Context: an optimization exercise on an open-source flow, tuned for a short achievable clock period and few clock cycles per item. The choices shown serve that exercise and are no tape-out recipe. The RTL was checked by simulation tests, not by an equivalence proof against the original design. Power is estimated from default activity; no workload was simulated.

==> inputs of raven <==
==> flow/design.v (excerpt) <==
module mips_pipe_top (
	input logic clk,
	input logic arst_n,
	input logic instr_req,
	input logic [31:0] instr,
	output logic instr_ack,
	output logic br_valid,
	output logic br_taken,
	output logic wb_valid,
	output logic [4:0] wb_reg,
	output logic [31:0] wb_data
);
clock: 8.0 ns
lec_check: 0
abc_clock_period_in_ps: 2500
cap_margin: 20
core_margin: 2
core_utilization: 40
setup_slack_margin: 5
slew_margin: 20
run.sh (not shown) runs the stock make flow with config.mk's settings and CLKGATE_MAP_FILE= SYNTH_SCRIPT=/design/flow/synth_recipe.tcl, a recipe that flattens the netlist after the stock synthesis.
==> quartz: changes against raven <==
==> flow/design.v (replaced) <==
`timescale 1ns/1ns
`default_nettype none
module alu (
	input logic [31:0] p,
	input logic [31:0] g,
	input logic cin,
	input logic op_as,
	input logic op_and,
	input logic op_or,
	input logic op_slt,
	input logic op_as_w,
	input logic op_and_w,
	input logic op_or_w,
	input logic op_slt_w,
	output logic [31:0] y,
	output logic [31:0] y_w,
	output logic eq
);
	logic [31:0] gg [0:5];
	logic [31:0] pp [0:5];
	logic [31:0] c, sum;
	logic lt;
	always_comb begin
		gg[0] = g;
		pp[0] = p;
		gg[0][0] = g[0] | (p[0] & cin);
		for (int l = 0; l < 5; l++) begin
			for (int i = 0; i < 32; i++) begin
				if (i >= (1 << l)) begin
					gg[l + 1][i] = gg[l][i] | (pp[l][i] & gg[l][i - (1 << l)]);
					pp[l + 1][i] = pp[l][i] & pp[l][i - (1 << l)];
				end else begin
					gg[l + 1][i] = gg[l][i];
					pp[l + 1][i] = pp[l][i];
				end
			end
		end
		c = {gg[5][30:0], cin};
		sum = p ^ c;
		lt = p[31] ? sum[31] : g[31];
		y = ({32{op_as}} & sum) | ({32{op_and}} & g) | ({32{op_or}} & (g | p)) |
			{31'b0, op_slt && lt};
		y_w = ({32{op_as_w}} & sum) | ({32{op_and_w}} & g) | ({32{op_or_w}} & (g | p)) |
			{31'b0, op_slt_w && lt};
		eq = (p == '0);
	end
endmodule
`default_nettype wire
`timescale 1ns/1ns
`default_nettype none
module hazard_unit (
	input logic [4:0] rs,
	input logic [4:0] rt,
	input logic use_imm,
	input logic [31:1] rv,
	input logic [4:0] dst1,
	input logic wr1,
	output logic [31:1] sel_a,
	output logic [31:1] sel_b,
	output logic fwd_a,
	output logic fwd_b
);
	logic hit_a, hit_b;
	always_comb begin
		hit_a = wr1 && (rs == dst1);
		hit_b = wr1 && (rt == dst1);
		fwd_a = hit_a;
		fwd_b = hit_b && !use_imm;
		for (int i = 1; i < 32; i++) begin
			sel_a[i] = rv[i] && (rs == 5'(i)) && !hit_a;
			sel_b[i] = rv[i] && (rt == 5'(i)) && !hit_b && !use_imm;
		end
	end
endmodule
`default_nettype wire
`timescale 1ns/1ns
`default_nettype none
module reg_file (
	input logic clk,
	input logic [31:1] wen,
	input logic [31:0] wd,
	input logic [31:1] sel_a,
	input logic [31:1] sel_b,
	input logic fwd_a,
	input logic fwd_b,
	input logic imm_b,
	input logic [31:0] imm,
	output logic [31:0] rd_a,
	output logic [31:0] rd_b
);
	logic [31:0] regs [1:31];
	always_ff @(posedge clk) begin
		for (int i = 1; i < 32; i++) begin
			if (wen[i]) begin
				regs[i] <= wd;
			end
		end
	end
	always_comb begin
		rd_a = wd & {32{fwd_a}};
		rd_b = (wd & {32{fwd_b}}) | (imm & {32{imm_b}});
		for (int i = 1; i < 32; i++) begin
			rd_a = rd_a | (regs[i] & {32{sel_a[i]}});
			rd_b = rd_b | (regs[i] & {32{sel_b[i]}});
		end
	end
endmodule
`default_nettype wire
`timescale 1ns/1ns
`default_nettype none
module instr_decode (
	input logic [31:0] instr,
	output logic [4:0] dst,
	output logic reg_write,
	output logic branch,
	output logic use_imm,
	output logic inv_b,
	output logic op_as,
	output logic op_and,
	output logic op_or,
	output logic op_slt
);
	localparam logic [5:0] OP_RTYPE = 6'h00;
	localparam logic [5:0] OP_BEQ = 6'h04;
	localparam logic [5:0] OP_ADDI = 6'h08;
	localparam logic [5:0] FN_ADD = 6'h20;
	localparam logic [5:0] FN_SUB = 6'h22;
	localparam logic [5:0] FN_AND = 6'h24;
	localparam logic [5:0] FN_OR = 6'h25;
	localparam logic [5:0] FN_SLT = 6'h2a;
	logic [5:0] opcode, funct;
	logic is_r, is_addi, f_add, f_sub, f_and, f_or, f_slt;
	always_comb begin
		opcode = instr[31:26];
		funct = instr[5:0];
		is_r = (opcode == OP_RTYPE);
		is_addi = (opcode == OP_ADDI);
		branch = (opcode == OP_BEQ);
		f_add = is_r && (funct == FN_ADD);
		f_sub = is_r && (funct == FN_SUB);
		f_and = is_r && (funct == FN_AND);
		f_or = is_r && (funct == FN_OR);
		f_slt = is_r && (funct == FN_SLT);
		dst = is_addi ? instr[20:16] : instr[15:11];
		reg_write = (is_addi || f_add || f_sub || f_and || f_or || f_slt) && (dst != '0);
		use_imm = is_addi;
		inv_b = f_sub || f_slt;
		op_as = is_addi || f_add || f_sub;
		op_and = f_and;
		op_or = f_or;
		op_slt = f_slt;
	end
endmodule
`default_nettype wire
`timescale 1ns/1ns
`default_nettype none
module pipe_reg #(
	parameter int W = 1
) (
	input logic clk,
	input logic arst_n,
	input logic hold,
	input logic flush,
	input logic d_valid,
	input logic [W-1:0] d,
	output logic q_valid,
	output logic [W-1:0] q
);
	always_ff @(posedge clk or negedge arst_n) begin
		if (!arst_n) begin
			q_valid <= 1'b0;
		end else if (flush) begin
			q_valid <= 1'b0;
		end else if (!hold) begin
			q_valid <= d_valid;
		end
	end
	always_ff @(posedge clk) begin
		if (!hold) begin
			q <= d;
		end
	end
endmodule
`default_nettype wire
`timescale 1ns/1ns
`default_nettype none
module mips_pipe_top (
	input logic clk,
	input logic arst_n,
	input logic instr_req,
	input logic [31:0] instr,
	output logic instr_ack,
	output logic br_valid,
	output logic br_taken,
	output logic wb_valid,
	output logic [4:0] wb_reg,
	output logic [31:0] wb_data
);
	logic ack_q, take;
	logic [31:1] rv;
	logic v0;
	logic [31:1] sel_a0, sel_b0;
	logic [31:0] ir;
	logic fwd_a0, fwd_b0, imm_b0;
	logic [31:0] p1, g1;
	logic cin1, op_as1, op_and1, op_or1, op_slt1;
	logic op_as1w, op_and1w, op_or1w, op_slt1w;
	logic wr1, br1;
	logic [4:0] dst1;
	logic [31:0] res_q;
	logic [31:1] wen_q;
	logic [31:0] wbd_q;
	logic [4:0] wbr_q;
	logic wbv_q, brv_q, brt_q;
	assign take = instr_req && !ack_q;
	always_ff @(posedge clk or negedge arst_n) begin
		if (!arst_n) begin
			ack_q <= 1'b0;
			v0 <= 1'b0;
		end else begin
			ack_q <= instr_req;
			v0 <= take;
		end
	end
	assign instr_ack = ack_q;
	logic use_imm_in;
	logic [31:1] sel_a_in, sel_b_in;
	logic fwd_a_in, fwd_b_in;
	assign use_imm_in = (instr[31:26] == 6'h08);
	hazard_unit u_haz (
		.rs(instr[25:21]), .rt(instr[20:16]), .use_imm(use_imm_in), .rv(rv | wen_q),
		.dst1(dst1), .wr1(wr1),
		.sel_a(sel_a_in), .sel_b(sel_b_in), .fwd_a(fwd_a_in), .fwd_b(fwd_b_in)
	);
	always_ff @(posedge clk) begin
		ir <= instr;
		sel_a0 <= sel_a_in;
		sel_b0 <= sel_b_in;
		fwd_a0 <= fwd_a_in;
		fwd_b0 <= fwd_b_in;
		imm_b0 <= use_imm_in;
	end
	logic [4:0] dst0;
	logic wr0, br0, inv0, as0, and0, or0, slt0, use_imm0;
	logic [15:0] imm0;
	assign imm0 = ir[15:0];
	instr_decode u_dec (
		.instr(ir), .dst(dst0), .reg_write(wr0), .branch(br0),
		.use_imm(use_imm0), .inv_b(inv0), .op_as(as0), .op_and(and0),
		.op_or(or0), .op_slt(slt0)
	);
	logic [31:0] a_d, b_d;
	reg_file u_rf (
		.clk(clk), .wen(wen_q), .wd(res_q),
		.sel_a(sel_a0), .sel_b(sel_b0), .fwd_a(fwd_a0), .fwd_b(fwd_b0),
		.imm_b(imm_b0), .imm({{16{imm0[15]}}, imm0}),
		.rd_a(a_d), .rd_b(b_d)
	);
	always_ff @(posedge clk or negedge arst_n) begin
		if (!arst_n) begin
			rv <= '0;
			wr1 <= 1'b0;
			br1 <= 1'b0;
		end else begin
			rv <= rv | wen_q;
			wr1 <= v0 && wr0;
			br1 <= v0 && br0;
		end
	end
	always_ff @(posedge clk) begin
		p1 <= a_d ^ (b_d ^ {32{inv0}});
		g1 <= a_d & (b_d ^ {32{inv0}});
		cin1 <= inv0;
		op_as1 <= as0;
		op_and1 <= and0;
		op_or1 <= or0;
		op_slt1 <= slt0;
		op_as1w <= as0 && wr0;
		op_and1w <= and0 && wr0;
		op_or1w <= or0 && wr0;
		op_slt1w <= slt0 && wr0;
		dst1 <= dst0;
	end
	logic [31:0] y1, y1w;
	logic eq1;
	alu u_alu (
		.p(p1), .g(g1), .cin(cin1),
		.op_as(op_as1), .op_and(op_and1), .op_or(op_or1), .op_slt(op_slt1),
		.op_as_w(op_as1w), .op_and_w(op_and1w), .op_or_w(op_or1w), .op_slt_w(op_slt1w),
		.y(y1), .y_w(y1w), .eq(eq1)
	);
	always_ff @(posedge clk or negedge arst_n) begin
		if (!arst_n) begin
			wbv_q <= 1'b0;
			brv_q <= 1'b0;
			wen_q <= '0;
		end else begin
			wbv_q <= wr1;
			brv_q <= br1;
			for (int i = 1; i < 32; i++) begin
				wen_q[i] <= wr1 && (dst1 == 5'(i));
			end
		end
	end
	always_ff @(posedge clk) begin
		res_q <= y1;
		wbd_q <= y1w;
		wbr_q <= dst1;
		brt_q <= eq1;
	end
	assign wb_valid = wbv_q;
	assign wb_reg = wbr_q;
	assign wb_data = wbd_q;
	assign br_valid = brv_q;
	assign br_taken = brt_q;
endmodule
`default_nettype wire
ABC_CLOCK_PERIOD_IN_PS = 1000   (was 2500)
CORE_UTILIZATION = 65   (was 40)
CTS_CLUSTER_DIAMETER = 60   (was not set)
CTS_CLUSTER_SIZE = 30   (was not set)
==> comparison <==
Between raven and quartz, the lower non-clock buffer count is in quartz (gap 188). Against raven, the total power of quartz is lower by about 11%. Between raven and quartz, the lower register-to-register slack is in quartz (gap 90 ps). Of quartz and raven, raven has the higher final area (gap 8.3%, measured against raven). Against raven, the maximum frequency of quartz is lower by about 0.6%. In via count, raven and quartz hardly differ. In quartz the global-route usage is higher than in raven, by 19 points. In synthesized area, raven and quartz hardly differ. Against quartz, the setup slack of raven is higher by 20 ps. In raven the first-iteration DRC count is lower than in quartz, by 15%.
Testbench counts of raven, summed over its fixed seeds: cycles 9,616, items 4,800.
Testbench counts of quartz, summed over its fixed seeds: cycles 9,616, items 4,800.

static timing again, ports no longer ideal:
How much do the figures lean on ideal ports? The routed layouts below were timed once more, with nothing changed but the port constraints.
Step 1 sets driving cells, clkbuf_16 on the clock port and buf_2 on the other inputs (assumed; they add their load-dependent delay and slew).
Step 2 adds t to the input delays and takes it off the output delays; t is the mean of the earliest and latest rising clock arrival at the registers after step 1. Input paths then give back, and output paths get back, about the clock's delay inside the block.
Slacks: no drivers / after step 1 / after step 2; pairs: no drivers / after step 1.
run | t, ns | slack for setup (ns) | clock arrival spread, ns | pins driven straight from the clock port
raven | 0.842 | 4.827 / 4.746 / 4.717 | 0.043 / 0.044 | 1
quartz | 0.736 | 4.807 / 4.807 / 4.339 | 0.039 / 0.038 | 1
After both steps every run listed still meets setup and hold. The setup slack of quartz, which loses most, moves by 0.000 ns with the drivers and by -0.468 ns with both steps.
